From an optimization exercise on the open Yosys and OpenROAD flow, aimed at small area; shortcuts taken in it are not production practice.
The RTL was checked by simulation tests, not by an equivalence proof against the original design.
Power and IR drop assume default switching activity. The clock port is modelled as an ideal driver; clocking choices that lean on that would not hold on a real chip.

`design/flow/config.mk`:
```
export PLATFORM = sky130hd
export DESIGN_NAME = otp_svc_top
export DESIGN_NICKNAME = otp_svc_top
export VERILOG_FILES = /design/flow/design.v
export SDC_FILE = /design/flow/constraint.sdc
export NUM_CORES = 4
export LEC_CHECK = 0
export CAP_MARGIN = 20
export CORE_MARGIN = 2
export CORE_UTILIZATION = 40
export CTS_BUF_LIST = sky130_fd_sc_hd__clkbuf_4 sky130_fd_sc_hd__clkbuf_8
export SLEW_MARGIN = 20
```
`design/flow/constraint.sdc`:
```
create_clock -name core_clock -period 5.0 [get_ports {clk}]
set_input_delay 1.0000 -clock core_clock [delete_from_list [all_inputs] [get_ports {clk}]]
set_output_delay 1.0000 -clock core_clock [all_outputs]
set_load 0.01 [all_outputs]
```
`design/flow/run.sh`:
```
#!/bin/bash
# synth_recipe.tcl (not shown) runs the flow's synth.tcl, then flattens the netlist and writes it again
# the make line also repeats each setting of config.mk as NAME=value (left out here)
make -C /OpenROAD-flow-scripts/flow DESIGN_CONFIG=/design/flow/config.mk WORK_HOME=/design/flow/orfs CLKGATE_MAP_FILE= SYNTH_SCRIPT=/design/flow/synth_recipe.tcl finish
```
`design/flow/design.v`:
```
`timescale 1ns/10ps
package otp_cmd_pkg;
  typedef enum logic [3:0] {
    NOP           = 4'h0,
    FAULT_CORR    = 4'h1,
    FAULT_UNCORR  = 4'h2,
    FAULT_RELEASE = 4'h3,
    LC_RESET      = 4'h4,
    CLK_SEL       = 4'h5,
    ESC_SET       = 4'h6,
    ESC_CLR       = 4'h7
  } otp_opcode_e;
  typedef struct packed {
    otp_opcode_e opcode;
    logic [11:0] mhz;
  } otp_cmd_clk_t;
  typedef struct packed {
    otp_opcode_e opcode;
    logic [10:0] rsvd;
    logic        esc_line;
  } otp_cmd_esc_t;
  typedef union packed {
    otp_cmd_clk_t clk_view;
    otp_cmd_esc_t esc_view;
  } otp_cmd_u;
endpackage
`timescale 1ns/10ps
package otp_part_pkg;
  typedef enum logic {
    CORRECTABLE   = 1'b0,
    UNCORRECTABLE = 1'b1
  } otp_fault_e;
  typedef logic [2:0] otp_part_idx_t;
  typedef logic [1:0] otp_word_idx_t;
endpackage
`timescale 1ns/10ps
module otp_svc_top (
  input  logic                     clk,
  input  logic                     cptra_rst_b,
  input  logic                     cmd_valid_i,
  input  logic [15:0]              cmd_i,
  input  logic                     prog_we_i,
  input  logic [4:0]               prog_addr_i,
  input  logic [16-1:0]   prog_data_i,
  input  logic [4:0]               rd_addr_i,
  input  logic                     clk_byp_ack_i,
  output logic [16-1:0]   rd_data_o,
  output logic [7-1:0] locked_map_o,
  output logic [7-1:0] fault_map_o,
  output logic                     lc_rst_b_o,
  output logic [11:0]              clk_sel_o,
  output logic                     ext_clk_req_o,
  output logic                     clk_switch_o,
  output logic [1:0]               esc_o
);
  localparam int NP = 7;
  localparam int W  = 16;
  logic [3:0] op;
  logic       fault_cmd, accept, release_cmd;
  assign op          = cmd_i[15:12];
  assign fault_cmd   = cmd_valid_i && (op == 4'h1 || op == 4'h2);
  assign release_cmd = cmd_valid_i && (op == 4'h3);
  logic fault_active_q, inject_q, release_q, inject_d_q, release_d_q;
  logic kind_q;
  assign accept = fault_cmd && !fault_active_q;
  always_ff @(posedge clk or negedge cptra_rst_b) begin
    if (!cptra_rst_b) begin
      fault_active_q <= 1'b0;
      inject_q       <= 1'b0;
      release_q      <= 1'b0;
      inject_d_q     <= 1'b0;
      release_d_q    <= 1'b0;
    end else begin
      fault_active_q <= accept || (fault_active_q && !release_cmd);
      inject_q       <= accept;
      release_q      <= release_cmd;
      inject_d_q     <= inject_q;
      release_d_q    <= release_q;
    end
  end
  always_ff @(posedge clk) begin
    if (accept) kind_q <= op[1];
  end
  logic [W-1:0] w0_q  [NP];
  logic [W-1:0] w1_q  [NP];
  logic [W-1:0] w2_q  [NP];
  logic [W-1:0] dig_q [NP];
  logic [W-1:0] fw_q  [NP];
  logic [NP-1:0] dig_vld_q;
  logic [NP-1:0] locked, faulted;
  logic [2:0] wp;
  logic [1:0] ww;
  assign wp = prog_addr_i[4:2];
  assign ww = prog_addr_i[1:0];
  for (genvar p = 0; p < NP; p++) begin : g_part
    logic pwe;
    assign pwe = prog_we_i && (wp == 3'(p));
    always_ff @(posedge clk) begin
      if (pwe && ww == 2'd0) w0_q[p]  <= prog_data_i;
      if (pwe && ww == 2'd1) w1_q[p]  <= prog_data_i;
      if (pwe && ww == 2'd2) w2_q[p]  <= prog_data_i;
      if (pwe && ww == 2'd3) dig_q[p] <= prog_data_i;
      if (inject_q && locked[p]) fw_q[p] <= w0_q[p];
    end
    always_ff @(posedge clk or negedge cptra_rst_b) begin
      if (!cptra_rst_b) begin
        dig_vld_q[p] <= 1'b0;
      end else if (pwe && ww == 2'd3) begin
        dig_vld_q[p] <= 1'b1;
      end
    end
    assign locked[p]  = dig_vld_q[p] && (|dig_q[p]);
    assign faulted[p] = !release_d_q && (fault_map_o[p] || (inject_d_q && locked_map_o[p]));
  end
  always_ff @(posedge clk or negedge cptra_rst_b) begin
    if (!cptra_rst_b) begin
      locked_map_o <= '0;
      fault_map_o  <= '0;
    end else begin
      locked_map_o <= locked;
      fault_map_o  <= faulted;
    end
  end
  logic [2:0] rp;
  logic [1:0] rw;
  assign rp = rd_addr_i[4:2];
  assign rw = rd_addr_i[1:0];
  logic [5*NP-1:0] rsel;
  logic [W-1:0]    rsrc [5*NP];
  logic [W-1:0]    rd_raw;
  logic            rd_fault;
  for (genvar p = 0; p < NP; p++) begin : g_rsel
    logic hit;
    assign hit = (rp == 3'(p));
    assign rsel[5*p+0] = hit && rw == 2'd0 && !faulted[p];
    assign rsel[5*p+1] = hit && rw == 2'd0 &&  faulted[p];
    assign rsel[5*p+2] = hit && rw == 2'd1;
    assign rsel[5*p+3] = hit && rw == 2'd2;
    assign rsel[5*p+4] = hit && rw == 2'd3 && dig_vld_q[p];
    assign rsrc[5*p+0] = w0_q[p];
    assign rsrc[5*p+1] = fw_q[p];
    assign rsrc[5*p+2] = w1_q[p];
    assign rsrc[5*p+3] = w2_q[p];
    assign rsrc[5*p+4] = dig_q[p];
  end
  always_comb begin
    rd_raw   = '0;
    rd_fault = 1'b0;
    for (int i = 0; i < 5*NP; i++) begin
      rd_raw = rd_raw | ({W{rsel[i]}} & rsrc[i]);
      if (i % 5 == 1) rd_fault = rd_fault | rsel[i];
    end
  end
  always_ff @(posedge clk) begin
    rd_data_o <= rd_raw ^ {{(W-1){rd_fault && kind_q}}, rd_fault};
  end
  logic [3:0] rst_cnt_q;
  always_ff @(posedge clk or negedge cptra_rst_b) begin
    if (!cptra_rst_b) begin
      rst_cnt_q <= '0;
    end else if (rst_cnt_q != 4'd0) begin
      rst_cnt_q <= rst_cnt_q - 4'd1;
    end else if (cmd_valid_i && op == 4'h4) begin
      rst_cnt_q <= 4'(10 + 1);
    end
  end
  assign lc_rst_b_o = (rst_cnt_q == 4'd0);
  logic [11:0] clk_sel_q;
  logic        ext_clk_req_q;
  logic [1:0]  esc_q;
  always_ff @(posedge clk or negedge cptra_rst_b) begin
    if (!cptra_rst_b) begin
      clk_sel_q     <= 12'd1000;
      ext_clk_req_q <= 1'b0;
      esc_q         <= '0;
    end else begin
      if (cmd_valid_i && op == 4'h5) begin
        clk_sel_q <= cmd_i[11:0];
      end
      ext_clk_req_q <= (cmd_valid_i && op == 4'h5) || (ext_clk_req_q && !clk_byp_ack_i);
      if (cmd_valid_i && op == 4'h6) begin
        esc_q[cmd_i[0]] <= 1'b1;
      end else if (cmd_valid_i && op == 4'h7) begin
        esc_q[cmd_i[0]] <= 1'b0;
      end
    end
  end
  assign clk_sel_o     = clk_sel_q;
  assign ext_clk_req_o = ext_clk_req_q;
  assign clk_switch_o  = clk_byp_ack_i & ext_clk_req_q;
  assign esc_o         = esc_q;
endmodule
```
==> results of run 1 <==
area by class of cell:
type / count / area (um2) / share of cell area [%]
Clock buffer: 152 / 1840 / 6.30
Clock inverter: 40 / 230 / 0.791
Timing Repair Buffer: 218 / 1870 / 6.41
Sequential cell: 622 / 18300 / 62.8
Inverter: 16 / 60.1 / 0.206
Multi-Input combinational cell: 828 / 5850 / 20.1
Tap cell: 782 / 978 / 3.36
worst paths after layout:
| check | start | end | slack [ns] |
|---|---|---|---|
| min in group asynchronous | cptra_rst_b | rst_cnt_q[0] | 0.46 |
| min | release_q | release_d_q | 0.35 |
| max | rd_addr_i[1] | rd_data_o[0] | 0.89 |
| max reg2reg | inject_d_q | rd_data_o[9] | 1.63 |
| max in group asynchronous | cptra_rst_b | locked_map_o[5] | 3.97 |
| min reg2reg | release_q | release_d_q | 0.35 |
stage by stage:
stage / cells / worst slack (ns) / utilization (%)
6_report: 2658 / 0.886 / 48.2
5_1_grt: 2658 / 0.917 / 48.2
4_1_cts: 2658 / 1.11 / 48.2
3_5_place_dp: 2466 / 0.354 / 44.7
3_3_place_gp: 2465 / 0.157 / 44.7
2_1_floorplan: 1553 / 1.94 / -
state kept, by name (all words and copies together), names as in the netlist, 12 cells and up, named ones only:
register   cells
dig_q        112
fw_q         112
w0_q         112
w1_q         112
w2_q         112
rd_data_o     16
clk_sel_q     12
power by group through the flow:
| stage | registers [W] | clock network, W | logic, W |
|---|---|---|---|
| 6_report | 0.00593 | 0.00452 | 0.00140 |
| 3_3_place_gp | 0.00603 | 0 | 0.00137 |
| 4_1_cts | 0.00593 | 0.00455 | 0.00139 |
| 3_5_place_dp | 0.00604 | 0 | 0.00138 |
| 5_1_grt | 0.00594 | 0.00479 | 0.00146 |
| 2_1_floorplan | 0.00604 | 0 | 0.000641 |
cell families (layout without fill, tap and decap cells):
kind of cell / count (synthesis) / in the layout / share of synthesized area [%]
compound gates: 253 / 253 / 7.66
xor+xnor: 17 / 17 / 0.607
fa+ha+maj: 1 / 1 / 0.0510
buf+inv: 103 / 426 / 1.81
flops: 622 / 622 / 74.6
mux: 94 / 94 / 3.95
simple gates: 463 / 463 / 11.3
critical path, delay by kind of cell:
kind	cells	cell delay, ns
xor gates and xnor gates	1	0.16
and+or+nand+nor	3	1.08
buffers and inverters	2	0.98
AOI/OAI and AO/OA	2	1.52
Yosys cell counts (7+ instances only):
cell / instances / area share, %
nand2b_1: 12 / 0.31
and3b_1: 8 / 0.29
nand4_1: 22 / 0.56
dfxtp_1: 16 / 1.3
nor4_1: 52 / 1.3
mux2_2: 21 / 0.96
a211oi_1: 12 / 0.37
and2_1: 14 / 0.36
a21oi_1: 36 / 0.73
a21o_1: 10 / 0.31
and3_1: 135 / 3.4
nor2_1: 49 / 0.75
dfrtp_1: 39 / 4.0
nor2b_1: 7 / 0.18
nand2_1: 23 / 0.35
and4_1: 10 / 0.36
o22ai_1: 27 / 0.69
nor3_1: 7 / 0.14
nand3b_1: 15 / 0.46
clkbuf_1: 60 / 0.92
nand3_1: 75 / 1.5
edfxtp_1: 561 / 69
nor3b_1: 8 / 0.24
a41oi_1: 7 / 0.25
inv_1: 14 / 0.21
a32o_1: 10 / 0.41
o21ai_0: 38 / 0.78
buf_2: 16 / 0.33
a2111oi_0: 47 / 1.7
mux2i_1: 72 / 2.9
xnor2_1: 16 / 0.57
a22oi_1: 9 / 0.28
a32oi_1: 16 / 0.57
per-layer routing:
layer	global-route usage (%)	share of wire [%]	wire length (um)
met3	7.32	11	9650
met2	44.6	46	41500
met1	37.8	39	35500
met4	12.4	4.9	4500
met5	0	0.0077	7
==> flow_summary_export.csv, run 1 <==
group,metric,value,unit
outcome,run_status,"finished clean",
clocking,cts-resized-gates,0,
clocking,ctsHoldBuffers,0,
worst_hold_path,hold_depth,0,
sta,finalCritPeriodShare,82.3,%
sta,tns,0,ns
power,cellLeakagePower,10.3,nW
die,coreArea,60500,um2
layout,drive_gt1_share,19.2,%
sta,worst_pin_slew,1.13,ns
synth,synth.distinct_cells,76,
grt,antenna_found_initial,3,
critical_path,worstPathMaxFanout,21,
die,dieArea,63300,um2
route,ant_nets,0,
synth,synth.avg_cell_area,15.8,um2
placement,dpl-instance-area,27100,um2
layout,num_antenna_cells,0,
route,drtPass1Iterations,6,
critical_path,required,5.64,ns
power,p_sw,0.00307,W
sta,hold_viol_final,0,
synth,ys_seq_elements,622,
critical_path,crit_path_end_kind,"flip-flop",
clocking,cts_buffers,101,
critical_path,crit_chain,"clkdlybuf4s50_1, and3b_1, buf_4, and3_1, a2111oi_0, o2111ai_1, nor4_1, xnor2_1",
synth,ys.flop_type,"edfxtp_1",
clocking,cts.sinks,622,
placement,gp_congestion,0.950,
clocking,clkTransAtPathRegs,0.06,ns
power,clkPwrFrac,38.1,%
route,wirelength,91.1,mm
die,dieHeight,252,um
clocking,postCtsSetupBuffers,0,
route,vias,16600,
sta,skew,0.0333,ns
critical_path,crit_type,"primary input to flip-flop",
layout,area_growth,18.8,%
grt,track_usage,28.6,%
critical_path,reg2regPathDepth,6,
layout,fin_area,29100,um2
sta,rsz0062_at_grt,"no",
sta,fmax,0.243,GHz
die,io_pins,94,
route,drt_iter0_markers,2366,
sta,period_needed,4.11,ns
power,p_total,0.0119,W
grt,overflow,0,
critical_path,slowest_stage,"a2111oi_0",
synth,synth_area,24500,um2
power,p_per_area,407,nW/um2
synth,synth_edf_count,561,
sta,setup_viol,0,
power,p_int,0.00878,W
power,power.sequential.fraction,50.0,%
clocking,cts_tree,"built",
grt,grt_pass1_wl,125,mm
clocking,htree_levels,3,
sta,whs,0.352,ns
clocking,root_buffer,"clkbuf_8",
worst_hold_path,min_path_type,"flip-flop to flip-flop",
power,vdd_ir_drop_max,0.000207,V
critical_path,arrival,4.75,ns
sta,slew_headroom,24.1,%
placement,io_buffers,93,
sta,drv_slew,0,
route,wl_per_cell,34.3,um
power,p_sw_share,25.9,%
clocking,cts_buffer_depth,3,
layout,n_fill_cell,5191,
grt,grt_max_degree,46,
synth,synthCells,1553,
die,start_util,40.5,%
clocking,insertion_delay,0.72,ns
placement,place_hpwl,59.5,mm
synth,ys_warn_count,7,
critical_path,cp-start-kind,"primary input",
power,comb_power_share,11.8,%
grt,grt_pass1_vias,16100,
critical_path,critical_path.max_stage_delay,0.93,ns
layout,final_common_cell,"edfxtp_1",
die,rows,90,
layout,nets,1835,
layout,mostFrequentLayoutCells,"edfxtp_1 (561), and3_1 (135), buf_4 (122)",
die,die_x,252,um
route,drc,0,
run,drv_cap,0,
synth,async_flop_share,7.23,%
synth,synth_nets,1601,
route,routed_via_density,6.24,
synth,seq_area_frac_synth,74.6,%
==> inputs of run 2 (changes only) <==
--- a/design/flow/config.mk
+++ b/design/flow/config.mk
@@ -10,3 +10,2 @@
 export CORE_UTILIZATION = 40
-export CTS_BUF_LIST = sky130_fd_sc_hd__clkbuf_4 sky130_fd_sc_hd__clkbuf_8
 export SLEW_MARGIN = 20
==> run 2 against run 1 <==
Net effect:
- clock skew shrank 0.021 ns
- core utilization is essentially flat
- fmax shrank 5.4%
- die area is the same
- sequential share of layout area is essentially flat
- routed wire length shrank 1.3%
- worst setup slack lost 0.24 ns
- clock-buffer cell count shrank 60
- synthesized area is the same
- sequential power is essentially flat
==> flow_summary_export.csv, run 2 <==
group,metric,value,unit
grt,grt_max_degree,46,
sta,slew_headroom,18.4,%
power,cellLeakagePower,10.2,nW
clocking,clkTransAtPathRegs,0.06,ns
grt,grt_pass1_wl,123,mm
grt,grt_pass1_vias,15700,
clocking,postCtsSetupBuffers,0,
worst_hold_path,hold_depth,0,
synth,ys_warn_count,7,
grt,antenna_found_initial,7,
worst_hold_path,hp-start,"release_q",
critical_path,reg2regPathDepth,7,
route,drc,0,
critical_path,cp-start-kind,"primary input",
clocking,cts-resized-gates,0,
route,wirelength,90.0,mm
die,dieHeight,252,um
sta,tns,0,ns
die,start_util,40.5,%
critical_path,r2r-end,"rd_data_o[0]",
sta,worst_pin_slew,1.19,ns
clocking,htree_levels,3,
synth,seq_area_frac_synth,74.6,%
sta,hold_viol_final,0,
route,drtPass1Iterations,7,
die,io_pins,94,
synth,ys_seq_elements,622,
critical_path,crit_path_end_kind,"flip-flop",
clocking,cts_tree,"built",
sta,period_needed,4.35,ns
route,top_layer,"met5",
layout,drive_gt1_share,15.5,%
power,p_per_area,414,nW/um2
power,p_total,0.0121,W
sta,whs,0.351,ns
layout,mostFrequentLayoutCells,"edfxtp_1 (561), and3_1 (135), buf_4 (122)",
sta,skew,0.0121,ns
synth,synth.distinct_cells,76,
critical_path,arrival,4.87,ns
route,ant_nets,0,
synth,synth_edf_count,561,
synth,synthTopCellsByArea,"edfxtp_1 (69%), dfrtp_1 (4.0%), and3_1 (3.4%)",
outcome,run_status,"finished clean",
synth,synth.avg_cell_area,15.8,um2
die,rows,90,
route,drt_iter0_markers,2444,
clocking,cts.sinks,622,
critical_path,required,5.52,ns
critical_path,crit_type,"primary input to flip-flop",
synth,netlist.area_leader.share,68.7,%
critical_path,r2r-start,"dig_vld_q[0]",
route,routed_via_density,6.27,
sta,drv_slew,0,
die,coreArea,60500,um2
sta,finalCritPeriodShare,87.0,%
route,vias,16200,
layout,n_fill_cell,5137,
synth,async_flop_share,7.23,%
sta,fmax,0.230,GHz
synth,synth_common_cells,"edfxtp_1 (561), and3_1 (135), nand3_1 (75), mux2i_1 (72), clkbuf_1 (60)",
route,routed-wl-met3,9.25,mm
placement,gp_congestion,0.950,
layout,nets,1801,
clocking,cts_buffer_depth,3,
synth,ys.flop_type,"edfxtp_1",
clocking,root_buffer,"clkbuf_16",
layout,area_growth,18.8,%
worst_hold_path,hold_path_end,"release_d_q",
route,drt-met1-wl,35.4,mm
layout,fin_area,29100,um2
worst_hold_path,min_path_type,"flip-flop to flip-flop",
sta,rsz0062_at_grt,"no",
grt,track_usage,28.3,%
route,wl_met2,41.0,mm
clocking,ctsHoldBuffers,0,
clocking,insertion_delay,0.60,ns
die,die_x,252,um
synth,synth.most_common_cell,"edfxtp_1",
synth,synthCells,1553,
critical_path,worstPathMaxFanout,21,
clocking,cts_buffers,67,
grt,overflow,0,
route,wl_per_cell,34.8,um
placement,place_hpwl,59.5,mm
die,dieArea,63300,um2
placement,dpl-instance-area,27100,um2
layout,final_common_cell,"edfxtp_1",
critical_path,r2r_slack,1.61,ns
synth,synth_area,24500,um2
synth,yosys.area.top_type,"edfxtp_1",
power,vdd_ir_drop_max,0.000277,V
placement,io_buffers,93,
run,drv_cap,0,
synth,synth_nets,1601,
sta,setup_viol,0,
-- run 2: where the power goes --
| group | leakage (nW) | switching [W] | total [W] | internal (W) |
|---|---|---|---|---|
| clock network | 1.02 | 0.00199 | 0.00474 | 0.00275 |
| registers | 5.69 | 0.0000975 | 0.00593 | 0.00583 |
| logic | 3.50 | 0.000864 | 0.00139 | 0.000531 |
-- run 2: stage by stage --
step / instances / setup slack [ns] / utilization, %
after global routing: 2585 / 0.796 / 48.2
after detailed placement: 2466 / 0.354 / 44.7
final: 2586 / 0.649 / 48.2
after CTS: 2585 / 0.986 / 48.2
after floorplan: 1553 / 1.94 / -
after global placement: 2465 / 0.157 / 44.7
-- run 2: logic make-up (layout without fill, tap and decap cells) --
logic type	after synthesis	count (layout)	share of synthesized area [%]
flops	622	622	74.6
simple gates	463	463	11.3
compound gates	253	253	7.66
buf+inv	103	353	1.81
mux	94	94	3.95
xor+xnor	17	17	0.607
fa+ha+maj	1	1	0.0510
other cells	0	1	0
-- run 2: how the worst max path moves through the flow --
stage | from | end | slack, ns | cells after the start
floorplan | rd_addr_i[0] | rd_data_o[3] | 1.94 | 8
global placement | rd_addr_i[4] | rd_data_o[5] | 0.16 | 9
detailed placement | rd_addr_i[0] | rd_data_o[5] | 0.35 | 9
CTS | rd_addr_i[0] | rd_data_o[5] | 0.99 | 9
global route | rd_addr_i[1] | rd_data_o[0] | 0.80 | 8
finish | rd_addr_i[1] | rd_data_o[0] | 0.65 | 8
-- run 2: layer usage --
metal | GRT usage, % | vias up
met5 | 0 | -
met4 | 11.8 | 8
met3 | 6.95 | 199
met2 | 44.4 | 1013
met1 | 37.7 | 8292
li1 | - | 6710
-- run 2: final cells by class --
| type | count | area (um2) | share of cell area, % |
|---|---|---|---|
| Timing Repair Buffer | 218 | 1870 | 6.40 |
| Multi-Input combinational cell | 828 | 5850 | 20.1 |
| Tap cell | 782 | 978 | 3.36 |
| Clock inverter | 27 | 184 | 0.631 |
| Antenna cell | 1 | 2.50 | 0.00859 |
| Inverter | 16 | 60.1 | 0.206 |
| Sequential cell | 622 | 18300 | 62.8 |
| Clock buffer | 92 | 1900 | 6.51 |
-- run 2: worst max-delay path: stages --
cell and delay [ns]:
clkdlybuf4s50_1 0.66, and3b_1 0.49, buf_4 0.30, and3_1 0.20, a2111oi_0 1.02, o2111ai_1 0.62, nor4_1 0.40, xnor2_1 0.17
==> inputs of run 3 (changes only) <==
--- a/design/flow/design.v
+++ b/design/flow/design.v
@@ -88,4 +88,5 @@
   logic [W-1:0] fw_q  [NP];
-  logic [NP-1:0] dig_vld_q;
+  logic [NP-1:0] lock_q;
   logic [NP-1:0] locked, faulted;
+  logic          prog_nz;
   logic [2:0] wp;
@@ -94,2 +95,3 @@
   assign ww = prog_addr_i[1:0];
+  assign prog_nz = |prog_data_i;
   for (genvar p = 0; p < NP; p++) begin : g_part
@@ -106,8 +108,8 @@
       if (!cptra_rst_b) begin
-        dig_vld_q[p] <= 1'b0;
+        lock_q[p] <= 1'b0;
       end else if (pwe && ww == 2'd3) begin
-        dig_vld_q[p] <= 1'b1;
+        lock_q[p] <= prog_nz;
       end
     end
-    assign locked[p]  = dig_vld_q[p] && (|dig_q[p]);
+    assign locked[p]  = lock_q[p];
     assign faulted[p] = !release_d_q && (fault_map_o[p] || (inject_d_q && locked_map_o[p]));
@@ -138,3 +140,3 @@
     assign rsel[5*p+3] = hit && rw == 2'd2;
-    assign rsel[5*p+4] = hit && rw == 2'd3 && dig_vld_q[p];
+    assign rsel[5*p+4] = hit && rw == 2'd3 && lock_q[p];
     assign rsrc[5*p+0] = w0_q[p];
@@ -180,6 +182,8 @@
       ext_clk_req_q <= (cmd_valid_i && op == 4'h5) || (ext_clk_req_q && !clk_byp_ack_i);
-      if (cmd_valid_i && op == 4'h6) begin
-        esc_q[cmd_i[0]] <= 1'b1;
-      end else if (cmd_valid_i && op == 4'h7) begin
-        esc_q[cmd_i[0]] <= 1'b0;
+      for (int i = 0; i < 2; i++) begin
+        if (cmd_valid_i && op == 4'h6 && cmd_i[0] == 1'(i)) begin
+          esc_q[i] <= 1'b1;
+        end else if (cmd_valid_i && op == 4'h7 && cmd_i[0] == 1'(i)) begin
+          esc_q[i] <= 1'b0;
+        end
       end
==> design/flow/flow/run.sh (new file) <==
#!/bin/bash
# The standard layout (standard.sh) with these changes:
#  - synthesis maps the logic with an area-oriented ABC script (flow/area.abc),
#    through flow/synth_area.tcl (synth_recipe.tcl with only ABC's script swapped)
#  - ports are buffered with the smallest buffer
#  - CTS uses small clock buffers and no dummy loads
# Every tool's output goes to flow.log here; ORFS keeps per-step logs in orfs/logs.
set -euo pipefail
W=$(pwd)
export AREA_ABC_SCRIPT=$W/flow/area.abc
EXTRA="AREA_ABC_SCRIPT=$W/flow/area.abc"
EXTRA+=" BUFFER_PORTS_ARGS='-buffer_cell sky130_fd_sc_hd__buf_1'"
EXTRA+=" CTS_ARGS='-sink_clustering_enable -repair_clock_nets -dont_use_dummy_load -sink_clustering_size 14 -sink_clustering_max_diameter 70 -buf_list {sky130_fd_sc_hd__clkbuf_8}'"
sed -e "s|SYNTH_SCRIPT=[^ ]*|SYNTH_SCRIPT=$W/flow/synth_area.tcl|" \
    -e "s|\"\${@:-finish}\"|$EXTRA \"\${@:-finish}\"|" standard.sh > standard_area.sh
cat standard_area.sh > standard_area.log
bash standard_area.sh "${FLOW_TARGET:-finish}" > flow.log 2>&1
==> design/flow/flow/area.abc (new file) <==
&get -n
&st
&dc2
&dch
&nf -R 1000
&put
topo
stime -c
buffer -c
upsize -c
dnsize -c
==> design/flow/flow/synth_area.tcl (new file) <==
# synth_recipe.tcl with ABC's mapping script replaced by an area-oriented one
proc synth {args} { yosys synth -nofsm -noshare {*}$args }
proc abc {args} {
  set i [lsearch -exact $args -script]
  if { $i >= 0 } { lset args [expr {$i + 1}] $::env(AREA_ABC_SCRIPT) }
  yosys abc {*}$args
}
source $::env(SCRIPTS_DIR)/synth.tcl
# left out here: clear keep_hierarchy, flatten, clean up, hide names made inside functions, write 1_2_yosys.v
==> design/flow/standard.sh (new file) <==
#!/bin/bash
# synth_recipe.tcl (not shown) runs the flow's synth.tcl, then flattens the netlist and writes it again
# the make line also repeats each setting of config.mk as NAME=value (left out here)
make -C /OpenROAD-flow-scripts/flow DESIGN_CONFIG=/design/flow/config.mk WORK_HOME=/design/flow/orfs CLKGATE_MAP_FILE= SYNTH_SCRIPT=/design/flow/synth_recipe.tcl "${@:-finish}"
--- a/design/flow/config.mk
+++ b/design/flow/config.mk
@@ -7,5 +7,6 @@
 export LEC_CHECK = 0
-export CAP_MARGIN = 20
+export CAP_MARGIN = 5
 export CORE_MARGIN = 2
-export CORE_UTILIZATION = 40
-export SLEW_MARGIN = 20
+export CORE_UTILIZATION = 60
+export GPL_TIMING_DRIVEN = 0
+export SLEW_MARGIN = 5
removed: design/flow/run.sh
==> run 3 against run 2 <==
Net effect:
- clock skew up 0.021 ns
- still clean on timing, DRC and antenna
- flip-flop and latch count unchanged
- core utilization up 18 points
- clock power down 49%
- register-to-register slack about the same
- highest routed layer is now met4
- combinational power down 55%
- fmax up 25%
- die area down 38%
- critical path type unchanged
==> flow_summary_export.csv, run 3 <==
group,metric,value,unit
layout,final_common_cell,"edfxtp_1",
layout,n_fill_cell,2581,
critical_path,crit_path_end_kind,"flip-flop",
grt,grt-busiest-layer,"met2",
power,vdd_ir_drop_max,0.000260,V
critical_path,cp_common_cell,"clkbuf_1",
critical_path,slowest_stage,"clkbuf_1",
power,p_sw_share,22.9,%
critical_path,r2r_slack,1.61,ns
placement,gp_congestion,0.841,
synth,ys_warn_count,7,
sta,skew,0.0329,ns
critical_path,worstPathMaxFanout,10,
placement,place_hpwl,41.1,mm
critical_path,r2r-end,"rd_data_o[5]",
synth,synth.avg_cell_area,18.9,um2
synth,async_flop_share,7.23,%
clocking,cts_buffer_depth,3,
critical_path,crit_family,"buffers and inverters",
clocking,cts.sinks,622,
sta,fmax,0.287,GHz
clocking,postCtsSetupBuffers,0,
clocking,root_buffer,"clkbuf_8",
synth,seq_area_frac_synth,81.0,%
synth,netlist.area_leader.share,74.5,%
route,drtPass1Iterations,7,
critical_path,r2r-start,"inject_d_q",
sta,whs,0.178,ns
grt,antenna_found_initial,0,
grt,grt_pass1_wl,89.9,mm
grt,grt_max_degree,38,
layout,drive_gt1_share,15.4,%
route,wirelength,63.7,mm
grt,met1_usage,48.2,%
critical_path,required,5.54,ns
power,clkPwrFrac,27.1,%
sta,period_needed,3.48,ns
worst_hold_path,min_path_type,"primary input to async pin",
power,cellLeakagePower,7.81,nW
die,dieHeight,198,um
grt,use_met3,6.46,%
critical_path,arrival,4.02,ns
grt,track_usage,33.4,%
synth,synth_common_cells,"edfxtp_1 (561), a22oi_1 (80), a22o_1 (64), a221oi_1 (63), nor2_1 (51)",
run,drv_cap,0,
critical_path,critical_path.max_stage_delay,0.81,ns
die,dieArea,39200,um2
die,start_util,60.4,%
synth,synth.distinct_cells,52,
sta,drv_slew,0,
synth,synth_edf_count,561,
critical_path,cp-start-kind,"primary input",
route,drc,0,
placement,io_buffers,91,
synth,synth.most_common_cell,"edfxtp_1",
die,io_pins,94,
route,ant_nets,0,
route,wl_per_cell,33.9,um
power,p_sw,0.00206,W
sta,worst_pin_slew,1.34,ns
critical_path,crit_type,"primary input to flip-flop",
grt,grt_pass1_vias,12400,
critical_path,worstSetupPathDepth,11,
synth,synthCells,1199,
clocking,cts-resized-gates,0,
clocking,htree_levels,2,
grt,overflow,0,
synth,synth_area,22600,um2
layout,area_growth,10.0,%
clocking,ctsHoldBuffers,0,
layout,nets,1417,
die,coreArea,37400,um2
sta,setup_slack,1.52,ns
sta,hold_viol_final,0,
placement,place_ws,0.810,ns
critical_path,crit_chain,"buf_1, buf_4, nand2_1, nor2_1, and3_1, clkbuf_1, clkbuf_1, a221oi_1, nand4_1, nor3_2, xor2_1",
sta,setup_viol,0,
grt,grt_use_met2,52.5,%
critical_path,cp_num_buf_inv,4,
route,routed_via_density,6.90,
outcome,run_status,"finished clean",
power,p_per_area,362,nW/um2
die,die_x,198,um
power,p_total,0.00900,W
sta,finalCritPeriodShare,69.6,%
critical_path,reg2regPathDepth,8,
synth,ys_seq_elements,622,
synth,synth_nets,1247,
sta,tns,0,ns
route,vias,13000,
sta,slew_headroom,10.4,%
die,rows,71,
layout,num_antenna_cells,0,
synth,yosys.area.top_type,"edfxtp_1",
synth,synthTopCellsByArea,"edfxtp_1 (75%), dfrtp_1 (4.3%), a22oi_1 (2.7%)",
route,drt_iter0_markers,1972,
layout,mostFrequentLayoutCells,"edfxtp_1 (561), a22oi_1 (80), buf_1 (80)",
clocking,cts_buffers,50,
power,comb_power_share,7.0,%
clocking,cts_tree,"built",
power,power.sequential.fraction,65.9,%
synth,ys.flop_type,"edfxtp_1",
power,p_int,0.00693,W
clocking,insertion_delay,0.67,ns
sta,rsz0062_at_grt,"no",
clocking,clkTransAtPathRegs,0.09,ns
[run 3: cell types whose count changed after synthesis, moves of 34 or more]
cell	delta
a2111oi_0	-47
a221oi_1	+58
a222oi_1	+47
a22o_1	+60
a22oi_1	+71
and3_1	-122
clkbuf_1	-35
mux2i_1	-72
nand3_1	-70
nor4_1	-47
o21ai_0	-34
[run 3: worst max-delay path by stage]
stage            startpoint             to  slack [ns]
6_report       rd_addr_i[3]  rd_data_o[14]        1.52
4_1_cts        rd_addr_i[1]  rd_data_o[11]        1.50
3_5_place_dp   rd_addr_i[1]  rd_data_o[11]        0.81
5_1_grt        rd_addr_i[3]  rd_data_o[14]        1.43
3_3_place_gp   rd_addr_i[1]  rd_data_o[11]        0.84
2_1_floorplan  rd_addr_i[3]  rd_data_o[12]        2.33
[run 3: kinds of logic (layout without fill, tap and decap cells)]
group,count (synthesis),in the layout,share of synthesized area (%)
multiplexers,18,18,0.897
XOR/XNOR,18,18,0.698
buffers and inverters,63,231,1.46
AO/OA/AOI/OAI,275,275,10.3
AND/OR/NAND/NOR,202,202,5.64
adder cells (fa/ha/maj),1,1,0.0553
flip-flops,622,622,81.0
[run 3: final cells by class]
class | instances | area, um2 | area share [%]
clock buffer | 50 | 688 | 2.77
timing repair buffer | 118 | 841 | 3.38
inverter | 6 | 22.5 | 0.0906
multi-input combinational | 514 | 4070 | 16.3
buffer | 57 | 308 | 1.24
sequential | 622 | 18300 | 73.6
tap | 511 | 639 | 2.57
[run 3: worst reg2reg max path: cells and delay by family (launching register included)]
kind / cells / cell delay [ns]
buffers and inverters: 1 / 0.74
xor gates and xnor gates: 1 / 0.28
DFF: 1 / 0.49
AOI/OAI and AO/OA: 2 / 0.32
and+or+nand+nor: 4 / 1.44
[run 3: layer usage]
| metal | vias up | routed length, um |
|---|---|---|
| met4 | 0 | 1820 |
| met5 | - | 0 |
| li1 | 5360 | - |
| met1 | 6620 | 25200 |
| met2 | 873 | 30000 |
| met3 | 111 | 6750 |
[run 3: power by group through the flow]
stage,Combinational [W],Sequential (W),Clock [W]
3_5_place_dp,0.000619,0.00605,0
3_3_place_gp,0.000590,0.00604,0
5_1_grt,0.000674,0.00595,0.00262
2_1_floorplan,0.000283,0.00606,0
4_1_cts,0.000621,0.00593,0.00246
6_report,0.000625,0.00593,0.00244
[run 3: through the flow]
step	area (um2)	std cells	utilization, %
after CTS	24800	1877	66.4
after global placement	23600	1801	63.1
final	24900	1878	66.5
after detailed placement	24100	1827	64.5
after floorplan	22600	1199	-
after global routing	24900	1878	66.5
==> inputs of run 4 (changes only) <==
--- a/design/flow/design.v
+++ b/design/flow/design.v
@@ -147,9 +147,23 @@
   end
+  localparam int NG = (5*NP) / 3;
+  for (genvar b = 0; b < W; b++) begin : g_rbit
+    logic [NG:0] grp_n;
+    for (genvar g = 0; g < NG; g++) begin : g_grp
+      otp_ao222 u_ao (
+        .a1 (rsel[3*g]),   .a2 (rsrc[3*g][b]),
+        .b1 (rsel[3*g+1]), .b2 (rsrc[3*g+1][b]),
+        .c1 (rsel[3*g+2]), .c2 (rsrc[3*g+2][b]),
+        .y_n(grp_n[g])
+      );
+    end
+    otp_ao22 u_ao_last (
+      .a1 (rsel[3*NG]),   .a2 (rsrc[3*NG][b]),
+      .b1 (rsel[3*NG+1]), .b2 (rsrc[3*NG+1][b]),
+      .y_n(grp_n[NG])
+    );
+    assign rd_raw[b] = ~&grp_n;
+  end
   always_comb begin
-    rd_raw   = '0;
     rd_fault = 1'b0;
-    for (int i = 0; i < 5*NP; i++) begin
-      rd_raw = rd_raw | ({W{rsel[i]}} & rsrc[i]);
-      if (i % 5 == 1) rd_fault = rd_fault | rsel[i];
-    end
+    for (int p = 0; p < NP; p++) rd_fault = rd_fault | rsel[5*p+1];
   end
@@ -196 +210,13 @@
 endmodule
+module otp_ao222 (
+  input  logic a1, a2, b1, b2, c1, c2,
+  output logic y_n
+);
+  assign y_n = ~((a1 & a2) | (b1 & b2) | (c1 & c2));
+endmodule
+module otp_ao22 (
+  input  logic a1, a2, b1, b2,
+  output logic y_n
+);
+  assign y_n = ~((a1 & a2) | (b1 & b2));
+endmodule
--- a/design/flow/flow/run.sh
+++ b/design/flow/flow/run.sh
@@ -4,2 +4,4 @@
 #    through flow/synth_area.tcl (synth_recipe.tcl with only ABC's script swapped)
+#  - the read mux AND-OR-invert groups (modules otp_ao222, otp_ao22) are mapped on their own
+#    (SYNTH_KEEP_MODULES), then flattened by the script as in synth_recipe.tcl
 #  - ports are buffered with the smallest buffer
@@ -10,3 +12,3 @@
 export AREA_ABC_SCRIPT=$W/flow/area.abc
-EXTRA="AREA_ABC_SCRIPT=$W/flow/area.abc"
+EXTRA="AREA_ABC_SCRIPT=$W/flow/area.abc SYNTH_KEEP_MODULES='otp_ao222 otp_ao22'"
 EXTRA+=" BUFFER_PORTS_ARGS='-buffer_cell sky130_fd_sc_hd__buf_1'"
==> run 4 against run 3 <==
Net effect:
- fmax increased by 1.1%
- clock-buffer cell count unchanged
- still clean
- via count fell by 5.5%
- highest routed layer is now met5
- synthesized area is 2.5% lower
- hold slack better by 0.18 ns
==> flow_summary_export.csv, run 4 <==
group,metric,value,unit
outcome,run_status,"finished clean",
sta,period_needed,3.44,ns
layout,multi_input_area,3790,um2
route,drt_iter0_markers,1933,
synth,seq_area_frac_synth,83.1,%
sta,whs,0.355,ns
die,dieHeight,196,um
placement,gp_congestion,0.939,
synth,ys.flop_type,"edfxtp_1",
run,drv_cap,0,
synth,yosys.area.top_type,"edfxtp_1",
critical_path,required,5.51,ns
synth,netlist.area_leader.share,76.5,%
die,die_x,196,um
clocking,htree_levels,2,
synth,synthCells,1087,
route,routed_via_density,7.01,
grt,grt_pass1_vias,11900,
layout,mostFrequentLayoutCells,"edfxtp_1 (561), a222oi_1 (176), buf_1 (74)",
layout,nets,1327,
critical_path,crit_chain,"buf_2, nor2_1, nand2_1, nor3_2, a222oi_1, nand4_1, nor3_1, xnor2_1",
grt,grt_pass1_wl,82.1,mm
power,p_per_area,367,nW/um2
synth,synth.distinct_cells,46,
sta,tns,0,ns
clocking,root_buffer,"clkbuf_8",
power,vdd_ir_drop_max,0.000280,V
synth,synthTopCellsByArea,"edfxtp_1 (76%), a222oi_1 (8.0%), dfrtp_1 (4.4%)",
power,p_total,0.00896,W
grt,antenna_found_initial,5,
synth,ys_seq_elements,622,
synth,synth.avg_cell_area,20.3,um2
sta,rsz0062_at_grt,"no",
layout,final_util,67.2,%
clocking,insertion_delay,0.63,ns
critical_path,worstPathMaxFanout,17,
route,drc,0,
layout,fin_area,24400,um2
layout,n_fill_cell,2456,
placement,place_hpwl,37.4,mm
grt,grt_max_degree,30,
sta,slew_headroom,12.8,%
sta,skew,0.0361,ns
clocking,clkTransAtPathRegs,0.09,ns
sta,setup_viol,0,
synth,synth_common_cells,"edfxtp_1 (561), a222oi_1 (176), nor2_1 (55), nand4_1 (49), dfrtp_1 (39)",
layout,final_common_cell,"edfxtp_1",
synth,ys_warn_count,13,
sta,finalCritPeriodShare,68.9,%
die,io_pins,94,
sta,worst_pin_slew,1.30,ns
clocking,cts_buffers,50,
route,ant_nets,0,
die,coreArea,36300,um2
clocking,ctsHoldBuffers,0,
route,wirelength,57.4,mm
die,dieArea,38300,um2
worst_hold_path,min_path_type,"primary input to async pin",
synth,synth_nets,1135,
route,wl_per_cell,32.8,um
synth,synth.most_common_cell,"edfxtp_1",
grt,track_usage,30.7,%
clocking,cts_buffer_depth,3,
critical_path,cp-start-kind,"primary input",
clocking,cts_tree,"built",
synth,synth_edf_count,561,
critical_path,arrival,3.95,ns
sta,drv_slew,0,
synth,synth_area,22000,um2
die,rows,70,
layout,ff_latch_area,18300,um2
clocking,cts.sinks,622,
placement,io_buffers,91,
critical_path,crit_type,"primary input to flip-flop",
critical_path,crit_path_end_kind,"flip-flop",
clocking,cts-resized-gates,0,
synth,async_flop_share,7.23,%
critical_path,critical_path.max_stage_delay,1.01,ns
route,vias,12300,
clocking,postCtsSetupBuffers,0,
route,drtPass1Iterations,8,
grt,overflow,0,
layout,drive_gt1_share,18.5,%
critical_path,slowest_stage,"nor3_2",
layout,area_growth,10.8,%
power,cellLeakagePower,7.65,nW
placement,dpl-instance-area,23700,um2
sta,fmax,0.290,GHz
sta,hold_viol_final,0,
die,start_util,60.6,%
-- run 4: power breakdown --
group | switching, W | internal [W]
clock | 0.00149 | 0.000894
sequential | 0.000116 | 0.00584
combinational | 0.000419 | 0.000205
-- run 4: per-stage QoR --
stage	cells	setup WS [ns]
after floorplan	1087	1.50
after global placement	1646	-0.798
after detailed placement	1695	0.874
after CTS	1745	1.58
after global routing	1747	1.41
final	1747	1.56
-- run 4: cell type report --
cell class	instances	area share (%)
well taps	468	2.40
clock buffers	50	2.82
plain buffers	10	0.297
flip-flops and latches	622	74.9
repair buffers	140	3.94
inverters	5	0.0769
diodes	2	0.0205
multi-input cells	450	15.5
-- run 4: final timing paths --
| path | endpoint | slack, ns | cells past startpoint | startpoint |
|---|---|---|---|---|
| min in group core_clock | release_d_q | 0.36 | 0 | release_q |
| min reg2reg | release_d_q | 0.36 | 0 | release_q |
| min | rst_cnt_q[3] | 0.36 | 1 | cptra_rst_b |
| max | rd_data_o[3] | 1.56 | 8 | rd_addr_i[1] |
| max reg2reg | rd_data_o[3] | 1.94 | 7 | inject_d_q |
| max in group asynchronous | fault_map_o[0] | 4.08 | 2 | cptra_rst_b |
-- run 4: Yosys stat by module, one instance, submodules excluded --
module / cell area (um2) / cells
otp_ao222: 10.0 / 1
otp_svc_top: 20100 / 895
otp_ao22: 12.5 / 1
-- run 4: worst max-delay path: cells and delay by family --
kind	cells	cell delay [ns]
xor+xnor	1	0.32
simple gates	5	2.08
buf+inv	1	0.20
compound gates	1	0.34
-- run 4: layer usage --
| metal | vias up | part of all wire (%) | track usage (%) |
|---|---|---|---|
| met4 | 6 | 3.4 | 10.2 |
| met1 | 6278 | 38 | 42.3 |
| met3 | 125 | 11 | 7.65 |
| met5 | - | 0.071 | 0 |
| met2 | 680 | 48 | 48.7 |
| li1 | 5163 | - | - |
-- run 4: cell families after synthesis --
group	share of synthesized area, %
simple gates	5.11
mux	0.920
compound gates	9.37
xor+xnor	1.06
flops	83.1
fa+ha+maj	0.0568
buf+inv	0.415
==> inputs of run 5 (changes only) <==
--- a/design/flow/flow/run.sh
+++ b/design/flow/flow/run.sh
@@ -6,2 +6,4 @@
 #    (SYNTH_KEEP_MODULES), then flattened by the script as in synth_recipe.tcl
+#  - before repair_design, gates whose outputs break the slew limit are upsized
+#    within their family (flow/upsize.tcl), instead of being buffered
 #  - ports are buffered with the smallest buffer
@@ -13,2 +15,3 @@
 EXTRA="AREA_ABC_SCRIPT=$W/flow/area.abc SYNTH_KEEP_MODULES='otp_ao222 otp_ao22'"
+EXTRA+=" PRE_RESIZE_TCL=$W/flow/upsize.tcl"
 EXTRA+=" BUFFER_PORTS_ARGS='-buffer_cell sky130_fd_sc_hd__buf_1'"
==> design/flow/flow/area.abc (replaced) <==
&get -n
&st
&dc2
&dch
&nf -R 1000
&put
topo
stime -c
buffer -c
==> design/flow/flow/upsize.tcl (new file) <==
proc upsize_violating_drivers { {margin 0.95} } {
  set db [ord::get_db]
  set n 0
  for {set pass 0} {$pass < 4} {incr pass} {
    set changed 0
    foreach inst [[ord::get_db_block] getInsts] {
      set m [[$inst getMaster] getName]
      if {![regexp {^(sky130_fd_sc_hd__[a-z0-9]+)_([0-9]+)$} $m -> base sz]} continue
      if {[regexp {clkbuf|clkinv|df|conb|tap|fill|decap|dly|probe|lpflow} $base]} continue
      set sinst [sta::find_instance [$inst getName]]
      foreach it [$inst getITerms] {
        if {![$it isOutputSignal] || [$it getNet] == "NULL"} continue
        set pin [get_pins -of_objects [get_cells [$inst getName]] -filter "direction == output"]
        set bad 0
        foreach p $pin {
          set s [expr {max([get_property $p slew_max_rise],[get_property $p slew_max_fall])}]
          if {$s > 1.5 * $margin} { set bad 1 }
        }
        if {!$bad} continue
        foreach s {2 4 6 8} {
          if {$s <= $sz} continue
          set nm [$db findMaster ${base}_$s]
          if {$nm != "NULL"} { $inst swapMaster $nm; incr n; set changed 1; break }
        }
        break
      }
    }
    if {!$changed} break
  }
  puts "upsized $n drivers"
}

estimate_parasitics -placement
upsize_violating_drivers
==> run 5 against run 4 <==
Net effect:
- cell count fell by 2.6%
- register-to-register slack better by 0.13 ns
- combinational power is 2% lower
- first-iteration DRC count is 13% higher
- critical endpoint is now rd_data_o[0]
- sequential share of layout area increased by 1.7 points
- global-route usage fell by 0.62 points
- flip-flop and latch count did not move
- via count shrank 1.5%
- highest routed layer is now met4
- largest power group unchanged
==> flow_summary_export.csv, run 5 <==
group,metric,value,unit
route,routed_via_density,7.10,
outcome,run_status,"finished clean",
placement,io_buffers,91,
critical_path,crit_path_end_kind,"flip-flop",
die,io_pins,94,
sta,drv_slew,0,
grt,grt_max_degree,46,
sta,slew_headroom,13.2,%
layout,nets,1280,
critical_path,critical_path.max_stage_delay,0.96,ns
synth,ys.flop_type,"edfxtp_1",
placement,place_ws,1.10,ns
sta,worst_pin_slew,1.29,ns
route,vias,12100,
synth,netlist.area_leader.share,76.6,%
clocking,htree_levels,2,
route,wirelength,56.4,mm
synth,synth.distinct_cells,38,
layout,n_fill_cell,2482,
worst_hold_path,hold_depth,0,
power,clkPwrFrac,26.8,%
power,p_per_area,375,nW/um2
grt,track_usage,30.0,%
clocking,cts_buffer_depth,3,
synth,ys_warn_count,13,
grt,grt_pass1_wl,80.3,mm
die,coreArea,36300,um2
placement,place_hpwl,32.2,mm
critical_path,crit_type,"primary input to flip-flop",
synth,synth_edf_count,561,
synth,synthTopCellsByArea,"edfxtp_1 (77%), a222oi_1 (8.0%), dfrtp_1 (4.4%)",
synth,yosys.area.top_type,"edfxtp_1",
clocking,postCtsSetupBuffers,0,
critical_path,arrival,3.80,ns
clocking,root_buffer,"clkbuf_8",
critical_path,reg2regPathDepth,7,
die,rows,70,
clocking,ctsHoldBuffers,0,
synth,async_flop_share,7.23,%
sta,hold_viol_final,0,
synth,seq_area_frac_synth,83.2,%
route,drtPass1Iterations,7,
synth,synthCells,1087,
die,dieArea,38200,um2
clocking,insertion_delay,0.64,ns
synth,synth.most_common_cell,"edfxtp_1",
sta,setup_slack,1.73,ns
synth,synth_area,22000,um2
synth,synth.avg_cell_area,20.2,um2
grt,antenna_found_initial,2,
sta,tns,0,ns
clocking,cts-resized-gates,0,
power,p_sw_share,22.6,%
clocking,cts_buffers,50,
layout,final_common_cell,"edfxtp_1",
power,vdd_ir_drop_max,0.000294,V
route,drt_iter0_markers,2185,
route,wl_per_cell,33.2,um
power,p_int,0.00692,W
placement,dpl-instance-area,23200,um2
critical_path,worstPathMaxFanout,16,
die,start_util,60.5,%
sta,period_needed,3.27,ns
grt,grt_pass1_vias,11700,
sta,finalCritPeriodShare,65.4,%
critical_path,cp-start-kind,"primary input",
route,drc,0,
layout,mostFrequentLayoutCells,"edfxtp_1 (561), a222oi_1 (176), buf_1 (74)",
run,drv_cap,0,
clocking,cts.sinks,622,
synth,synth_nets,1135,
clocking,cts_tree,"built",
sta,setup_viol,0,
worst_hold_path,min_path_type,"flip-flop to flip-flop",
sta,skew,0.0324,ns
route,ant_nets,0,
layout,fin_area,23900,um2
critical_path,crit_chain,"buf_1, clkbuf_8, or3b_2, nor4_4, a222oi_1, nand4_1, nor3_1, xnor2_1",
layout,area_growth,8.61,%
power,cellLeakagePower,7.34,nW
grt,overflow,0,
clocking,clkTransAtPathRegs,0.09,ns
power,p_sw,0.00202,W
die,dieHeight,195,um
sta,fmax,0.306,GHz
sta,rsz0062_at_grt,"no",
synth,ys_seq_elements,622,
power,comb_power_share,6.8,%
layout,multi_input_area,3750,um2
power,p_total,0.00895,W
critical_path,required,5.53,ns
die,die_x,195,um
layout,ff_latch_area,18300,um2
placement,gp_congestion,0.933,
synth,synth_common_cells,"edfxtp_1 (561), a222oi_1 (176), nor2_1 (55), nand4_1 (49), dfrtp_1 (39)",
layout,drive_gt1_share,15.9,%
critical_path,slowest_stage,"nor4_4",
power,power.sequential.fraction,66.4,%
[run 5: modules after synthesis, one instance, submodules excluded]
module	copies in the design	flip-flops and latches	cell area [um2]	cells inside
otp_svc_top	1	622	20100	895
otp_ao222	176	0	10.0	1
otp_ao22	16	0	7.51	1
[run 5: logic make-up after synthesis]
kind of cell / Yosys count / share of synthesized area (%)
DFF: 622 / 83.2
AOI/OAI and AO/OA: 210 / 9.03
and+or+nand+nor: 203 / 5.30
xor gates and xnor gates: 18 / 0.717
muxes: 18 / 0.922
buffers and inverters: 15 / 0.757
adders and majority gates: 1 / 0.0569
[run 5: power by group through the flow]
stage | Combinational, W | Clock, W | Sequential, W
after CTS | 0.000611 | 0.00244 | 0.00594
after floorplan | 0.000262 | 0 | 0.00606
after global routing | 0.000658 | 0.00260 | 0.00596
final | 0.000609 | 0.00240 | 0.00594
after detailed placement | 0.000610 | 0 | 0.00606
after global placement | 0.000573 | 0 | 0.00606
[run 5: layout make-up]
type | instances | area share, %
diodes | 3 | 0.0314
plain buffers | 10 | 0.618
clock buffers | 50 | 2.88
inverters | 5 | 0.0786
multi-input cells | 450 | 15.7
flip-flops and latches | 622 | 76.6
well taps | 468 | 2.45
repair buffers | 93 | 1.61
[run 5: critical path: cells and delay by family]
family / cells / cell delay (ns)
xor gates and xnor gates: 1 / 0.28
buffers and inverters: 2 / 0.40
AOI/OAI and AO/OA: 1 / 0.22
and+or+nand+nor: 4 / 1.89
[run 5: stage by stage]
step                      std cells  utilization [%]  hold slack [ns]
final                          1701             65.7            0.364
after global routing           1698             65.7            0.380
after CTS                      1697             65.6            0.370
after detailed placement       1647             63.8            0.336
after global placement         1646             63.1            0.335
after floorplan                1087                -            0.331
[run 5: path summary, 6_finish.rpt]
| path | to | slack [ns] | startpoint |
|---|---|---|---|
| max | rd_data_o[0] | 1.73 | rd_addr_i[4] |
| min | release_d_q | 0.36 | release_q |
| min reg2reg | release_d_q | 0.36 | release_q |
| min in group asynchronous | locked_map_o[4] | 0.55 | cptra_rst_b |
| max in group asynchronous | rst_cnt_q[3] | 3.74 | cptra_rst_b |
| max reg2reg | rd_data_o[0] | 2.07 | inject_d_q |
[run 5: routing by layer]
| metal | global-route usage, % | share of wire, % |
|---|---|---|
| met5 | 0 | 0 |
| met4 | 10.2 | 3.5 |
| met1 | 43.4 | 39 |
| met3 | 6.04 | 11 |
| met2 | 46.7 | 46 |
==> inputs of run 6 (changes only) <==
==> design/flow/flow/area.abc (replaced) <==
&get -n
&st
&dc2
&dch
&nf -R 1000
&put
--- a/design/flow/flow/upsize.tcl
+++ b/design/flow/flow/upsize.tcl
@@ -1,2 +1,2 @@
-proc upsize_violating_drivers { {margin 0.95} } {
+proc upsize_violating_drivers { {margin 0.95} {maxgrow 1e9} } {
   set db [ord::get_db]
@@ -22,3 +22,6 @@
           set nm [$db findMaster ${base}_$s]
-          if {$nm != "NULL"} { $inst swapMaster $nm; incr n; set changed 1; break }
+          if {$nm == "NULL"} continue
+          set om [$inst getMaster]
+          if {[expr {([$nm getWidth] - [$om getWidth]) * [$nm getHeight] / 1e6}] > $maxgrow} break
+          $inst swapMaster $nm; incr n; set changed 1; break
         }
@@ -33,2 +36,2 @@
 estimate_parasitics -placement
-upsize_violating_drivers
+upsize_violating_drivers 0.85
==> run 6 against run 5 <==
Net effect:
- still clean on timing, DRC and antenna
- cell count shrank 1.1%
- final area shrank 0.98%
- sequential power is essentially flat
- synthesized area shrank 1.0%
- via count shrank 0.23%
- first-iteration DRC count shrank 0.50%
- fmax shrank 16%
- critical path depth shrank 1
- combinational power shrank 4.9%
- critical path type unchanged
- largest cell class unchanged
==> flow_summary_export.csv, run 6 <==
group,metric,value,unit
layout,nets,1270,
critical_path,crit_family,"simple AND/OR/NAND/NOR gates",
clocking,cts-resized-gates,0,
worst_hold_path,hold_depth,0,
die,rows,69,
critical_path,r2r-start,"release_d_q",
sta,slew_headroom,13.6,%
run,drv_cap,0,
grt,grt_pass1_wl,79.7,mm
route,wirelength,55.2,mm
grt,grt-busiest-layer,"met2",
synth,ys.flop_type,"edfxtp_1",
layout,area_growth,8.65,%
synth,async_flop_share,7.23,%
synth,yosys.area.top_type,"edfxtp_1",
synth,synth_common_cells,"edfxtp_1 (561), a222oi_1 (176), nor2_1 (55), nand4_1 (49), dfrtp_1 (39)",
synth,yosys.area_share.simple,5.02,%
clocking,clkTransAtPathRegs,0.08,ns
grt,grt_use_met2,45.5,%
grt,grt_max_degree,46,
synth,synth_adder_area_share,0.0575,%
critical_path,crit_chain,"buf_1, nand2b_1, nor2_1, a222oi_1, nand4_1, nor3_1, xnor2_1",
outcome,run_status,"finished clean",
placement,dp_cells,1631,
synth,synth.avg_cell_area,20.2,um2
layout,fin_area,23700,um2
critical_path,r2r_slack,1.85,ns
synth,synth_compound_area_share,9.11,%
critical_path,r2r-end,"rd_data_o[5]",
grt,overflow,0,
clocking,root_buffer,"clkbuf_8",
sta,fmax,0.258,GHz
critical_path,cp_num_buf_inv,1,
sta,setup_viol,0,
synth,synthCells,1077,
placement,place_hpwl,32.1,mm
grt,antenna_found_initial,1,
critical_path,reg2regPathDepth,6,
synth,synthTopCellsByArea,"edfxtp_1 (77%), a222oi_1 (8.1%), dfrtp_1 (4.5%)",
die,coreArea,35700,um2
clocking,cts_tree,"built",
sta,finalCritPeriodShare,77.5,%
clocking,htree_levels,2,
synth,synth_top_family_by_area,"compound AO/OA/AOI/OAI gates",
route,routed_via_density,7.16,
clocking,cts.sinks,622,
synth,synth_mux_area_share,0.931,%
layout,mostFrequentLayoutCells,"edfxtp_1 (561), a222oi_1 (176), buf_1 (76)",
critical_path,arrival,4.37,ns
clocking,postCtsSetupBuffers,0,
power,cellLeakagePower,7.22,nW
clocking,insertion_delay,0.66,ns
route,drtPass1Iterations,8,
route,ant_nets,0,
die,io_pins,94,
grt,use_met3,7.17,%
die,dieArea,37800,um2
layout,final_common_cell,"edfxtp_1",
critical_path,cp-start-kind,"primary input",
synth,ys_seq_elements,622,
route,vias,12000,
route,drt_iter0_markers,2174,
synth,synth.most_common_cell,"edfxtp_1",
power,p_per_area,377,nW/um2
synth,seq_area_frac_synth,84.1,%
synth,synth_nets,1125,
sta,skew,0.0548,ns
synth,synth.distinct_cells,33,
sta,hold_viol_final,0,
grt,track_usage,29.6,%
synth,synth_edf_count,561,
critical_path,crit_path_end_kind,"flip-flop",
synth,netlist.area_leader.share,77.4,%
clocking,cts_buffers,50,
worst_hold_path,min_path_type,"flip-flop to flip-flop",
die,die_x,194,um
worst_hold_path,hp-start,"release_q",
route,wl_per_cell,32.8,um
sta,rsz0062_at_grt,"no",
critical_path,required,5.50,ns
synth,synth_area,21800,um2
power,vdd_ir_drop_max,0.000250,V
clocking,ctsHoldBuffers,0,
critical_path,crit_type,"primary input to flip-flop",
die,start_util,61.1,%
layout,instances_no_fill,1683,
clocking,cts_buffer_depth,3,
critical_path,startpoint,"rd_addr_i[1]",
sta,drv_slew,0,
grt,grt_pass1_vias,11800,
sta,worst_pin_slew,1.29,ns
critical_path,worstPathMaxFanout,16,
route,drc,0,
synth,synth_xor_area_share,0.724,%
critical_path,slowest_stage,"nor2_1",
sta,period_needed,3.87,ns
placement,dpl-instance-area,23000,um2
worst_hold_path,hold_path_end,"release_d_q",
critical_path,critical_path.max_stage_delay,1.10,ns
die,dieHeight,194,um
layout,drive_gt1_share,10.6,%
placement,gp_congestion,0.870,
placement,io_buffers,93,
grt,met1_usage,42.2,%
synth,ys_warn_count,13,
==> run 6: kinds of logic (layout without fill, tap and decap cells) <==
logic type / after synthesis / in the layout
adders and majority gates: 1 / 1
and+or+nand+nor: 203 / 203
other: 0 / 2
AOI/OAI and AO/OA: 210 / 210
buffers and inverters: 5 / 148
muxes: 18 / 18
DFF: 622 / 622
xor gates and xnor gates: 18 / 18
==> run 6: how the worst max path moves through the flow <==
stage,cells past startpoint,end,slack (ns)
after detailed placement,7,rd_data_o[4],0.52
after global routing,7,rd_data_o[1],1.02
after floorplan,7,rd_data_o[10],1.54
final,7,rd_data_o[12],1.13
after CTS,7,rd_data_o[4],1.23
after global placement,8,rd_data_o[11],-1.00
==> run 6: layout make-up <==
type / instances / area [um2]
sequential: 622 / 18300
fill: 2426 / 12000
clock buffer: 50 / 688
timing repair buffer: 93 / 370
tap: 461 / 577
inverter: 5 / 18.8
antenna: 2 / 5.00
multi-input combinational: 450 / 3690
==> run 6: modules after synthesis, one instance, submodules excluded <==
module | times used | cells inside
otp_ao22 | 16 | 1
otp_svc_top | 1 | 885
otp_ao222 | 176 | 1
==> run 6: per-stage QoR <==
step	setup slack (ns)	utilization [%]	TNS, ns	total power, W	hold slack, ns
global placement	-1.00	63.6	-15.55	0.00659	0.333
floorplan	1.54	-	0	0.00630	0.331
CTS	1.23	66.3	0	0.00896	0.362
detailed placement	0.523	64.4	0	0.00663	0.343
global route	1.02	66.3	0	0.00920	0.376
finish	1.13	66.3	0	0.00892	0.357
==> run 6: power breakdown <==
part / internal [W] / switching (W) / total, W
combinational: 0.000172 / 0.000406 / 0.000579
clock: 0.000893 / 0.00151 / 0.00240
sequential: 0.00584 / 0.000102 / 0.00594
total: 0.00690 / 0.00202 / 0.00892
==> run 6: worst reg2reg max path, cell delays in order (launching register included) <==
cell and delay, ns:
dfrtp_1 0.71, nor2_1 0.22, and3_1 0.47, a222oi_1 0.88, nand4_1 0.40, nor3_1 0.28, xnor2_1 0.09
==> run 6: metal layers <==
metal,part of all wire (%),up-vias,wire [um]
met5,0,-,0
met4,3.2,0,1780
met3,11,97,6240
met2,47,751,25700
met1,39,6147,21400
li1,-,5051,-
==> inputs of run 7 (changes only) <==
--- a/design/flow/flow/run.sh
+++ b/design/flow/flow/run.sh
@@ -17,3 +17,3 @@
 EXTRA+=" BUFFER_PORTS_ARGS='-buffer_cell sky130_fd_sc_hd__buf_1'"
-EXTRA+=" CTS_ARGS='-sink_clustering_enable -repair_clock_nets -dont_use_dummy_load -sink_clustering_size 14 -sink_clustering_max_diameter 70 -buf_list {sky130_fd_sc_hd__clkbuf_8}'"
+EXTRA+=" CTS_ARGS='-sink_clustering_enable -repair_clock_nets -dont_use_dummy_load -sink_clustering_size 30 -sink_clustering_max_diameter 100 -buf_list {sky130_fd_sc_hd__clkbuf_16}'"
 sed -e "s|SYNTH_SCRIPT=[^ ]*|SYNTH_SCRIPT=$W/flow/synth_area.tcl|" \
==> run 7 against run 6 <==
Net effect:
- highest routed layer unchanged
- synthesized area unchanged
- hold slack improved by 0.0069 ns
- core utilization fell by 0.25 points
- largest cell class unchanged
==> flow_summary_export.csv, run 7 <==
group,metric,value,unit
die,dieHeight,194,um
clocking,postCtsSetupBuffers,0,
power,clkPwrFrac,26.0,%
critical_path,worstPathMaxFanout,17,
grt,antenna_found_initial,2,
placement,dp_cells,1631,
synth,ys.flop_type,"edfxtp_1",
die,coreArea,35700,um2
layout,fin_area,23600,um2
critical_path,cp-start-kind,"primary input",
clocking,cts_buffers,24,
power,cellLeakagePower,7.16,nW
clocking,insertion_delay,0.59,ns
critical_path,crit_path_end_kind,"flip-flop",
layout,nets,1244,
synth,ys_warn_count,13,
layout,ff_latch_area,18300,um2
power,p_sw,0.00193,W
synth,synth.distinct_cells,33,
synth,synthTopCellsByArea,"edfxtp_1 (77%), a222oi_1 (8.1%), dfrtp_1 (4.5%)",
placement,place_hpwl,32.1,mm
synth,synth.avg_cell_area,20.2,um2
power,comb_power_share,6.6,%
layout,multi_input_area,3690,um2
synth,synth_edf_count,561,
layout,instances_no_fill,1657,
synth,async_flop_share,7.23,%
route,drc,0,
route,vias,11900,
critical_path,r2r-start,"inject_d_q",
power,p_per_area,374,nW/um2
sta,rsz0062_at_grt,"no",
clocking,cts-resized-gates,0,
worst_hold_path,min_path_type,"flip-flop to flip-flop",
sta,slew_headroom,12.4,%
placement,dpl-instance-area,23000,um2
synth,seq_area_frac_synth,84.1,%
synth,synth_common_cells,"edfxtp_1 (561), a222oi_1 (176), nor2_1 (55), nand4_1 (49), dfrtp_1 (39)",
sta,fmax,0.254,GHz
synth,synthCells,1077,
power,p_int,0.00688,W
grt,grt_pass1_vias,11500,
sta,worst_pin_slew,1.30,ns
synth,synth_area,21800,um2
die,rows,69,
sta,finalCritPeriodShare,78.6,%
layout,area_growth,8.25,%
critical_path,arrival,4.38,ns
grt,grt_pass1_wl,78.8,mm
power,p_sw_share,21.9,%
route,drtPass1Iterations,7,
layout,final_util,66.1,%
worst_hold_path,hp-start,"release_q",
layout,n_fill_cell,2417,
clocking,htree_levels,1,
grt,overflow,0,
route,wl_per_cell,32.9,um
run,drv_cap,0,
route,ant_nets,0,
route,drt_iter0_markers,2436,
layout,drive_gt1_share,8.63,%
sta,hold_viol_final,0,
critical_path,crit_type,"primary input to flip-flop",
clocking,root_buffer,"clkbuf_16",
sta,drv_slew,0,
clocking,cts_buffer_depth,3,
synth,ys_seq_elements,622,
synth,netlist.area_leader.share,77.4,%
critical_path,startpoint,"rd_addr_i[1]",
sta,setup_viol,0,
power,vdd_ir_drop_max,0.000293,V
die,start_util,61.1,%
die,die_x,194,um
clocking,cts.sinks,622,
grt,track_usage,29.0,%
power,power.sequential.fraction,67.4,%
clocking,clkTransAtPathRegs,0.11,ns
clocking,ctsHoldBuffers,0,
die,io_pins,94,
synth,yosys.area.top_type,"edfxtp_1",
outcome,run_status,"finished clean",
sta,skew,0.0447,ns
sta,period_needed,3.93,ns
placement,io_buffers,93,
layout,final_common_cell,"edfxtp_1",
power,p_total,0.00881,W
route,wirelength,54.6,mm
route,routed_via_density,7.20,
grt,grt_max_degree,46,
synth,synth_nets,1125,
critical_path,required,5.45,ns
layout,mostFrequentLayoutCells,"edfxtp_1 (561), a222oi_1 (176), buf_1 (76)",
placement,gp_congestion,0.870,
synth,synth.most_common_cell,"edfxtp_1",
clocking,cts_tree,"built",
die,dieArea,37800,um2
==> run 7: path summary, 6_finish.rpt <==
kind | end | slack (ns) | cells past startpoint
worst max-delay path | rd_data_o[1] | 1.07 | 7
worst min-delay path | release_d_q | 0.36 | 0
worst max register to register | rd_data_o[11] | 1.84 | 7
worst min register to register | release_d_q | 0.36 | 0
max in group asynchronous | clk_sel_q[4] | 3.62 | 1
min in group asynchronous | lock_q[4] | 0.64 | 1
==> run 7: cells by family after synthesis <==
family / after synthesis / synth area share (%)
buffers and inverters: 5 / 0.0862
xor gates and xnor gates: 18 / 0.724
and+or+nand+nor: 203 / 5.02
muxes: 18 / 0.931
DFF: 622 / 84.1
adders and majority gates: 1 / 0.0575
AOI/OAI and AO/OA: 210 / 9.11
==> run 7: layout make-up <==
cell class	instances	area share (%)
Multi-Input combinational cell	450	15.7
Antenna cell	2	0.0212
Sequential cell	622	77.7
Clock buffer	24	2.55
Tap cell	461	2.45
Timing Repair Buffer	93	1.57
Inverter	5	0.0796
==> run 7: per-module statistics from Yosys, one instance, submodules excluded <==
module | times used | cell area [um2]
otp_svc_top | 1 | 19900
otp_ao222 | 176 | 10.0
otp_ao22 | 16 | 7.51
==> run 7: power by group through the flow <==
stage                     combinational, W  sequential [W]  clock (W)
after floorplan                   0.000236         0.00606          0
after global placement            0.000543         0.00605          0
after detailed placement          0.000581         0.00605          0
after CTS                         0.000581         0.00593    0.00232
after global routing              0.000629         0.00596    0.00248
final                             0.000578         0.00594    0.00229
==> run 7: metrics by stage <==
stage,hold WS [ns],TNS [ns],worst slack [ns]
after detailed placement,0.343,0,0.523
after floorplan,0.331,0,1.54
after global routing,0.382,0,0.926
after CTS,0.367,0,1.13
final,0.364,0,1.07
after global placement,0.333,-15.55,-1.00
==> run 7: per-layer routing <==
layer / wire (um) / track usage [%] / vias to the layer above
met5: 0 / 0 / -
met4: 1470 / 7.01 / 0
met3: 6010 / 5.66 / 71
met2: 26000 / 46.0 / 714
met1: 21100 / 42.2 / 6145
li1: - / - / 5007
==> run 7: critical path, stage by stage <==
cell and delay (ns):
buf_1 0.78, nor2_1 0.42, and3_1 0.51, a222oi_1 0.78
nand4_1 0.31, nor3_1 0.44, xnor2_1 0.12

-- what the ideal ports hide --
No port has a modelled driver above. Below, the same layouts with a new extraction and two added sets of constraints. Step 1 (the two cells are an assumption about what drives the block):
set clk [get_ports {clk}]
set_driving_cell -lib_cell sky130_fd_sc_hd__clkbuf_16 $clk
set_driving_cell -lib_cell sky130_fd_sc_hd__buf_2 [delete_from_list [all_inputs] $clk]
Step 2, shift: input delay + t, output delay - t, t = (earliest + latest rising clock arrival at the registers) / 2. This alone moves slack from input paths to output paths. Slacks: ideal / step 1 / step 2; pairs: ideal / step 1.
| run | t (ns) | setup WS [ns] | cell pins on the clock port's net |
|---|---|---|---|
| run 1 | 0.754 | 0.886 / 0.911 / 0.157 | 1 |
| run 2 | 0.651 | 0.649 / 0.677 / 0.026 | 1 |
| run 3 | 0.698 | 1.518 / 1.545 / 0.847 | 1 |
| run 4 | 0.675 | 1.557 / 1.546 / 0.871 | 1 |
| run 5 | 0.685 | 1.732 / 1.688 / 1.003 | 1 |
| run 6 | 0.675 | 1.126 / 1.150 / 0.475 | 1 |
| run 7 | 0.615 | 1.069 / 1.093 / 0.478 | 1 |
After both steps every run listed still meets setup and hold.
